Background: an optimization exercise with open tools, aiming at small area, a short achievable clock period and few clock cycles per item. Do not read the settings as production practice. The RTL was checked by simulation tests, not by an equivalence proof against the original design. Power and IR drop assume default switching activity.

**flow/config.mk**
```make
export PLATFORM = sky130hd
export DESIGN_NAME = multi_pattern_byte_scanner_unit
export DESIGN_NICKNAME = multi_pattern_byte_scanner_unit
export VERILOG_FILES = /design/flow/design.v
export SDC_FILE = /design/flow/constraint.sdc
export NUM_CORES = 4
export LEC_CHECK = 0
export CAP_MARGIN = 40
export CORE_MARGIN = 2
export CORE_UTILIZATION = 40
export SLEW_MARGIN = 40
```
**flow/constraint.sdc**
```tcl
create_clock -name core_clock -period 14.0 [get_ports {clk}]
set_input_delay 2.8000 -clock core_clock [delete_from_list [all_inputs] [get_ports {clk}]]
set_output_delay 2.8000 -clock core_clock [all_outputs]
set_load 0.01 [all_outputs]
```
**flow/design.v**
```verilog
package mpbs_pkg;
  localparam int MAX_PATTERNS    = 8;
  localparam int MAX_PATTERN_LEN = 32;
  localparam int SLOT_W = $clog2(MAX_PATTERNS);
  localparam int POS_W  = $clog2(MAX_PATTERN_LEN);
  localparam int LEN_W  = $clog2(MAX_PATTERN_LEN + 1);
  localparam int ROW_W  = MAX_PATTERN_LEN * 8;
  localparam int CNT_W  = 4;
  localparam logic [1:0] CMD_LOAD_BYTE = 2'd0;
  localparam logic [1:0] CMD_SET_LEN   = 2'd1;
  localparam logic [1:0] CMD_SCAN      = 2'd2;
  localparam logic [1:0] CMD_FINISH    = 2'd3;
  localparam logic REG_BASE   = 1'b0;
  localparam logic REG_ACTIVE = 1'b1;
  localparam logic KIND_MATCH  = 1'b0;
  localparam logic KIND_REPORT = 1'b1;
  localparam logic [1:0] S_IDLE = 2'd0;
  localparam logic [1:0] S_CMP  = 2'd1;
  localparam logic [1:0] S_RPT  = 2'd2;
endpackage
import mpbs_pkg::*;
module multi_pattern_byte_scanner_unit (
  input  logic        clk,
  input  logic        rst,
  input  logic        in_valid,
  output logic        in_stall,
  input  logic [1:0]  cmd,
  input  logic [2:0]  pattern_slot,
  input  logic [4:0]  byte_position,
  input  logic [5:0]  length_value,
  input  logic [7:0]  data_byte,
  output logic        out_valid,
  input  logic        out_stall,
  output logic        kind,
  output logic [2:0]  which_pattern,
  output logic [31:0] match_address,
  output logic [31:0] match_count,
  output logic        last,
  input  logic        cfg_write,
  input  logic        cfg_index,
  input  logic [31:0] cfg_data
);
  logic        v1;
  logic [1:0]  c1;
  logic [2:0]  s1;
  logic [4:0]  p1;
  logic [5:0]  l1;
  logic [7:0]  d1;
  logic [31:0] base_address;
  logic [3:0]  active_patterns;
  logic        cfgn_flag;
  logic [7:0]       pat [MAX_PATTERNS][MAX_PATTERN_LEN];
  logic [LEN_W-1:0] lengths [MAX_PATTERNS];
  logic [7:0]       win [MAX_PATTERN_LEN];
  logic [POS_W-1:0] align;
  logic [LEN_W-1:0] need_r;
  logic [31:0]      seen;
  logic             seen_nz;
  logic        v2, f2;
  logic [2:0]  i2;
  logic [31:0] a2;
  logic [3:0]  n2;
  logic [2:0]  ridx;
  logic [31:0] counts [MAX_PATTERNS];
  logic        kv, kk, kl;
  logic [2:0]  kw;
  logic [31:0] ka, kc;
  logic [3:0] n;
  always_comb begin
    if (active_patterns == 4'd0)      n = 4'd1;
    else if (active_patterns > 4'd8)  n = 4'd8;
    else                              n = active_patterns;
  end
  logic             set_len;
  logic [LEN_W-1:0] len_sat;
  logic [LEN_W-1:0] lengths_next [MAX_PATTERNS];
  logic [LEN_W-1:0] need_next;
  assign set_len = v1 && c1 == CMD_SET_LEN;
  assign len_sat = (l1 > LEN_W'(MAX_PATTERN_LEN)) ? LEN_W'(MAX_PATTERN_LEN) : l1;
  always_comb begin
    for (int i = 0; i < MAX_PATTERNS; i++) begin
      lengths_next[i] = (set_len && s1 == 3'(i)) ? len_sat : lengths[i];
    end
    need_next = LEN_W'(1);
    for (int i = 0; i < MAX_PATTERNS; i++) begin
      if (4'(i) < n && lengths_next[i] > need_next) need_next = lengths_next[i];
    end
  end
  logic misalign, r2_ready, r2_leave, last_report, emit;
  logic exec_scan, exec_fin, adv1, rotate;
  assign misalign    = seen_nz && (align != need_r[POS_W-1:0]);
  assign emit        = v2 && !kv;
  assign last_report = ({1'b0, ridx} + 4'd1) == n2;
  assign r2_leave    = emit && (!f2 || last_report);
  assign r2_ready    = !v2 || r2_leave;
  assign exec_scan = v1 && c1 == CMD_SCAN && !misalign && r2_ready;
  assign exec_fin  = v1 && c1 == CMD_FINISH && r2_ready;
  assign adv1      = (c1 == CMD_LOAD_BYTE) || (c1 == CMD_SET_LEN) || exec_scan || exec_fin;
  assign rotate    = misalign;
  assign in_stall = (v1 && !adv1) || (set_len && seen_nz) || (cfgn_flag && seen_nz) || misalign;
  always_ff @(posedge clk) begin
    if (rst) begin
      v1 <= 1'b0;
    end else if (!in_stall) begin
      v1 <= in_valid;
    end else if (adv1) begin
      v1 <= 1'b0;
    end
  end
  always_ff @(posedge clk) begin
    if (!in_stall) begin
      c1 <= cmd;
      s1 <= pattern_slot;
      p1 <= byte_position;
      l1 <= length_value;
      d1 <= data_byte;
    end
  end
  always_ff @(posedge clk) begin
    if (rst) begin
      base_address    <= 32'd0;
      active_patterns <= 4'd1;
      cfgn_flag       <= 1'b0;
    end else begin
      if (cfg_write && cfg_index == REG_BASE)   base_address    <= cfg_data;
      if (cfg_write && cfg_index == REG_ACTIVE) active_patterns <= cfg_data[3:0];
      cfgn_flag <= cfg_write && cfg_index == REG_ACTIVE;
    end
  end
  always_ff @(posedge clk) begin
    for (int i = 0; i < MAX_PATTERNS; i++) begin
      for (int j = 0; j < MAX_PATTERN_LEN; j++) begin
        if (v1 && c1 == CMD_LOAD_BYTE && s1 == 3'(i) && p1 == 5'(j)) pat[i][j] <= d1;
      end
    end
  end
  always_ff @(posedge clk) begin
    for (int i = 0; i < MAX_PATTERNS; i++) lengths[i] <= lengths_next[i];
    need_r <= need_next;
  end
  logic [POS_W-1:0] ins;
  logic [7:0]       win_next [MAX_PATTERN_LEN];
  assign ins = align - POS_W'(1);
  always_comb begin
    for (int k = 0; k < MAX_PATTERN_LEN; k++) begin
      win_next[k] = (POS_W'(k) == ins) ? d1 : win[(k + 1) % MAX_PATTERN_LEN];
    end
  end
  always_ff @(posedge clk) begin
    for (int k = 0; k < MAX_PATTERN_LEN; k++) begin
      if (exec_scan) win[k] <= win_next[k];
      else if (rotate) win[k] <= win[(k + 1) % MAX_PATTERN_LEN];
    end
  end
  always_ff @(posedge clk) begin
    if (rst || exec_fin) begin
      seen    <= 32'd0;
      seen_nz <= 1'b0;
    end else if (exec_scan) begin
      seen    <= seen + 32'd1;
      seen_nz <= 1'b1;
    end
  end
  always_ff @(posedge clk) begin
    if (rst || exec_fin || (!seen_nz && !exec_scan)) begin
      align <= need_next[POS_W-1:0];
    end else if (rotate) begin
      align <= align - POS_W'(1);
    end
  end
  logic        scan_test;
  logic [31:0] addr;
  logic [MAX_PATTERNS-1:0] hit;
  logic [2:0]  hit_idx;
  assign scan_test = (seen[31:LEN_W] != '0) || (seen[LEN_W-1:0] >= need_r - LEN_W'(1));
  assign addr      = base_address + (seen - {{(32-LEN_W){1'b0}}, need_r - LEN_W'(1)});
  always_comb begin
    for (int i = 0; i < MAX_PATTERNS; i++) begin
      hit[i] = scan_test && (4'(i) < n);
      for (int j = 0; j < MAX_PATTERN_LEN; j++) begin
        if (!((win_next[j] == pat[i][j]) || (LEN_W'(j) >= lengths[i]))) hit[i] = 1'b0;
      end
    end
    hit_idx = 3'd0;
    for (int i = MAX_PATTERNS - 1; i >= 0; i--) begin
      if (hit[i]) hit_idx = 3'(i);
    end
  end
  always_ff @(posedge clk) begin
    if (rst) begin
      v2 <= 1'b0;
    end else if (exec_fin || (exec_scan && hit != '0)) begin
      v2 <= 1'b1;
    end else if (r2_leave) begin
      v2 <= 1'b0;
    end
  end
  always_ff @(posedge clk) begin
    if (exec_fin || exec_scan) begin
      f2 <= exec_fin;
      i2 <= hit_idx;
      a2 <= addr;
      n2 <= n;
    end
  end
  logic [2:0]  sel;
  logic [31:0] cnt, inc;
  assign sel = f2 ? ridx : i2;
  assign cnt = counts[sel];
  assign inc = (cnt == '1) ? cnt : cnt + 32'd1;
  always_ff @(posedge clk) begin
    if (rst) begin
      ridx <= '0;
    end else if (emit && f2) begin
      ridx <= last_report ? 3'd0 : ridx + 3'd1;
    end
  end
  always_ff @(posedge clk) begin
    if (rst || (emit && f2 && last_report)) begin
      for (int i = 0; i < MAX_PATTERNS; i++) counts[i] <= 32'd0;
    end else if (emit && !f2) begin
      counts[i2] <= inc;
    end
  end
  logic        rk, rl;
  logic [2:0]  rw;
  logic [31:0] ra, rc;
  assign rk = f2;
  assign rw = sel;
  assign ra = f2 ? 32'd0 : a2;
  assign rc = f2 ? cnt : inc;
  assign rl = f2 ? last_report : 1'b1;
  logic o_free;
  assign o_free = !out_valid || !out_stall;
  always_ff @(posedge clk) begin
    if (rst) begin
      out_valid <= 1'b0;
      kv        <= 1'b0;
    end else begin
      if (o_free) out_valid <= kv || emit;
      if (kv) begin
        if (o_free) kv <= 1'b0;
      end else if (emit && !o_free) begin
        kv <= 1'b1;
      end
    end
  end
  always_ff @(posedge clk) begin
    if (o_free) begin
      if (kv) begin
        kind <= kk; which_pattern <= kw; match_address <= ka; match_count <= kc; last <= kl;
      end else begin
        kind <= rk; which_pattern <= rw; match_address <= ra; match_count <= rc; last <= rl;
      end
    end
    if (!kv && !o_free) begin
      kk <= rk; kw <= rw; ka <= ra; kc <= rc; kl <= rl;
    end
  end
endmodule
```
**flow/run.sh**
```bash
#!/bin/bash
# synth_recipe.tcl (not shown) runs the flow's synth.tcl, then flattens the netlist and writes it again
# the make line also repeats each setting of config.mk as NAME=value (left out here)
make -C /OpenROAD-flow-scripts/flow DESIGN_CONFIG=/design/flow/config.mk WORK_HOME=/design/flow/orfs CLKGATE_MAP_FILE= SYNTH_SCRIPT=/design/flow/synth_recipe.tcl finish
```
==> results.txt <==
- Largest net degree at the start of global routing: 160
- In the routed layout, each cell is associated on average with a via count of 5.57.
- TritonCTS created 316 clock buffers.
* Starting Density: between 40 and 50%
* Most used routing layer in global routing: met2
* Worst hold start: base_address[21]
- Max Cap Violations: 0
- Data on the critical path arrives at its endpoint at 13.89 ns.
- For this run, the top clock speed supported by timing is 0.0755 GHz.
- Tightest hold margin: 0.461 ns
- Std-Cell Core Area: 329000 um2
- Critical path endpoint category: flop
- Critical Path Source Type: flop
* Post-synthesis to final-layout area growth: 14.8%
* Post-layout total power: ~24 mW
- After synthesis, the share of flip-flops with an asynchronous set or reset is 0%.
- For this run, global-route usage on met1 was measured as 33.1%.
- Register bit count reported by yosys: 2898
* I/O pin total: between 100 and 150
- Period Utilization, post-route: approximately 95%
* Type of the most critical hold path: flop to flop
- Placed cell count: 14.0k
- Clock latency (worst-skew pair): 0.96 ns
* Most frequent cells in the layout: edfxtp_1, xnor2_1, xor2_1
- Max-slew violation total from the final report: 0
* Outcome: timing/DRC/antenna clean
* Number of standard-cell rows in the floorplan: 211
- During placement, the flow inserted port buffers numbering 132.
- Slowest Stage Delay on Critical Path: 0.58 ns
* Req. time, crit path: about 15 ns
* Die Y-Extent: 579 um
* Sequential fraction of the synthesis area: 64.9%
* Width of the die: 579 um
- The worst register-to-register path begins at c1[1].
- Counting instances, the worst hold path has a depth of 2.
- For this block, the initial DRC count from the detailed router was 8831.
* Mean instance size in the synthesized netlist: 13.9 um2
- In the final routed layout, each cell accounts on average for 28.8 um.
- Mapped Cells: 9527
- The H-tree was split into 5 levels.
* Most instantiated flip-flop cell in the synthesis netlist: edfxtp_1
- Non-filler instance count after layout: ~15k
- Antenna violations before repair: 20
* Ratio of cells with drive above 1 in the final layout: 12.9%
* Slew of the pin with the lowest slew margin: 0.983 ns
* Leakage component of the power: ~50 nW
- In the global route stage, met3 resource usage came out at 4.50%.
* Most common cell after layout, fill and taps aside: edfxtp_1
- CTS saw 2898 sinks.
- Before antenna repair, the detailed router went through 6 iterations.
* Wirelength, routed: 422000 um
* Syn nets: 9702
* Via count of the first global-routing pass: 79.2k
* GRT Resource Usage Total: between 20% and 30%
- For hold timing, the worst endpoint is base_address[21].
- Final estimated routing congestion in global placement: 0.995
- Count of final setup violators: 0
* Global-route wire length before repair: 590000 um
* Root buffer cell: clkbuf_16
- On the critical path, the stage with the largest delay is an instance of or4_1.
* Yosys warning count: 6
* Number of fill cells in the layout: 28.8k
* R2R Setup Slk: 0.76 ns
- The setup path with the least slack is of type flop to flop.
* Number of cells traversed by the worst register-to-register path: 54
* Post-route DRC violation count: 0
- On the final layout, the worst clock skew is roughly 0.083 ns.
- Bufs on Longest Clock Path: 4
* Terminus of the critical flop-to-flop path: align[3]
- Counting distinct cell types in the post-synthesis netlist gives 111.
- For this run, the post-layout net count is around 10k.
* Summed instance area of the synthesized netlist: 132000 um2
- Shortest clock period the worst path allows after layout: 13.24 ns
* Maximum VDD drop: roughly 0.11 mV
- Along the worst path, the maximum fanout reaches 10.
- Global route total overflow: 0
* Count of nets left with antenna violations after detail routing: 0
- The count of endpoints failing hold in the final timing report was 0.
- Headroom to the max-slew limit came out at 34.5%.
* Power per cell area: 156 nW/um2
* Via count: 81.4k
- Clock-pin slew was measured on the worst setup and hold paths at 0.06 ns.
- Met2 track demand over resource in global routing: 39.4%
- By instance count, the cell type seen most on the critical path is ha_1.
- Post-DP HPWL: 278000 um
* Die Area: 335000 um2
- TritonCTS built the clock tree.
- In this run, synthesis inferred 2767 flip-flops with an integrated enable.
## worst max path at each step
stage                     slack (ns)  start  cells past startpoint       end
after CTS                       0.54  c1[1]                     52  align[3]
after floorplan                 1.98  c1[1]                     56  align[2]
after global routing         -0.0004  c1[1]                     54  align[3]
final                           0.76  c1[1]                     54  align[3]
after detailed placement        0.59  c1[1]                     50  align[3]
after global placement          0.35  c1[1]                     52  align[3]
## where the power goes
group / switching (mW) / leakage (nW) / internal [mW]
clock: 3.53 / 4.93 / 4.68
combinational: 3.48 / 18.0 / 1.80
sequential: 0.224 / 26.5 / 9.92
## state kept, by name (all words and copies together), names as in the netlist, 4 cells and up
signal           flops
base_address        32
l1                   6
n2                   4
ka                  32
p1                   5
active_patterns      4
kc                  32
align                5
win                256
need_r               6
match_count         32
seen                32
counts             256
lengths             48
match_address       32
a2                  32
pat               2048
d1                   8
## kinds of logic after synthesis
| kind of cell | after synthesis | share of synthesized area, % |
|---|---|---|
| simple gates | 2474 | 8.93 |
| flops | 2898 | 64.9 |
| xor+xnor | 2143 | 14.2 |
| mux | 465 | 4.84 |
| fa+ha+maj | 130 | 1.23 |
| compound gates | 887 | 4.24 |
| buf+inv | 530 | 1.65 |
## routing by layer
layer / share of wire, % / routed length, um / up-vias
met5: 0.011 / 46 / -
li1: - / - / 35809
met4: 4.8 / 20100 / 8
met1: 41 / 173000 / 41458
met3: 8.2 / 34500 / 708
met2: 46 / 194000 / 3440
## Yosys cell counts (13+ instances only)
cell | count | share of area (%)
nand4_1 | 229 | 1.1
clkbuf_1 | 208 | 0.59
o31ai_1 | 25 | 0.14
a22oi_1 | 19 | 0.11
dfxtp_1 | 131 | 2.0
nor2b_1 | 59 | 0.28
and2_1 | 16 | 0.076
o22ai_1 | 17 | 0.081
a31oi_1 | 53 | 0.25
mux2i_2 | 199 | 2.1
maj3_1 | 17 | 0.13
buf_1 | 34 | 0.097
mux2i_1 | 101 | 0.77
nor3_1 | 64 | 0.24
a21o_1 | 32 | 0.18
or2_2 | 20 | 0.095
a311oi_1 | 23 | 0.15
xor2_1 | 770 | 5.1
and3_1 | 57 | 0.27
o21ai_0 | 330 | 1.3
inv_1 | 196 | 0.56
o211ai_1 | 31 | 0.18
a21oi_1 | 172 | 0.65
mux2_2 | 93 | 0.79
o32ai_1 | 21 | 0.14
mux2i_4 | 56 | 0.95
ha_1 | 107 | 1.0
a21boi_0 | 13 | 0.074
nor4_1 | 359 | 1.7
xnor2_1 | 1370 | 9.1
buf_4 | 18 | 0.10
or3_1 | 23 | 0.11
nand2_1 | 743 | 2.1
nand3_1 | 115 | 0.44
edfxtp_1 | 2767 | 63
buf_2 | 63 | 0.24
nor2_1 | 708 | 2.0
nand2b_1 | 18 | 0.085
## cell type report
class / count / area (um2) / area share, %
diodes: 14 / 35.0 / 0.0231
clock buffers: 388 / 8300 / 5.47
clock inverters: 182 / 1820 / 1.20
inverters: 201 / 759 / 0.501
multi-input cells: 6099 / 45400 / 29.9
flip-flops and latches: 2898 / 85700 / 56.5
well taps: 4366 / 5460 / 3.60
repair buffers: 482 / 4180 / 2.75
## critical path, delay by kind of cell (launching register included)
kind	cells	cell delay [ns]
fa+ha+maj	7	2.35
flops	1	0.55
simple gates	12	2.77
buf+inv	5	0.76
mux	5	1.45
compound gates	25	5.02
## metrics by stage
stage	setup WS, ns	area, um2	util (%)	setup TNS (ns)
5_1_grt	-0.000401	152000	46.0	-0.000401
6_report	0.760	152000	46.0	0
4_1_cts	0.537	152000	46.0	0
2_1_floorplan	1.98	132000	-	0
3_3_place_gp	0.346	140000	42.6	0
3_5_place_dp	0.593	141000	42.9	0
## timing repair
| action | CTS | global route |
|---|---|---|
| hold buffers | 0 | 0 |
| buffers inserted | 0 | 3 |
| resized for setup | 0 | 4 |
| setup endpoints to repair | 0 | 11 |
Testbench counts, summed over its fixed seeds: cycles 18,653, items 16,384.

[what the ideal ports hide]
How much do the figures lean on ideal ports? The routed layout below was timed once more, with nothing changed but the port constraints. Step 1: set_driving_cell puts a clkbuf_16 on clk and a buf_2 on each other input, an assumption about the parent block. Step 2, shift: input delay + t, output delay - t, t = (earliest + latest rising clock arrival at the registers) / 2. This alone moves slack from input paths to output paths. a / b / c = no drivers / after step 1 / after step 2; a / b = the first two.
shift t [ns]: 1.018
setup slack, ns: 0.760 / 0.760 / 0.760
cell pins on the clock port's net: 1
After both steps this run still meets setup and hold. For this run, drivers alone change the setup slack by 0.000 ns; drivers and shift together by 0.000 ns.
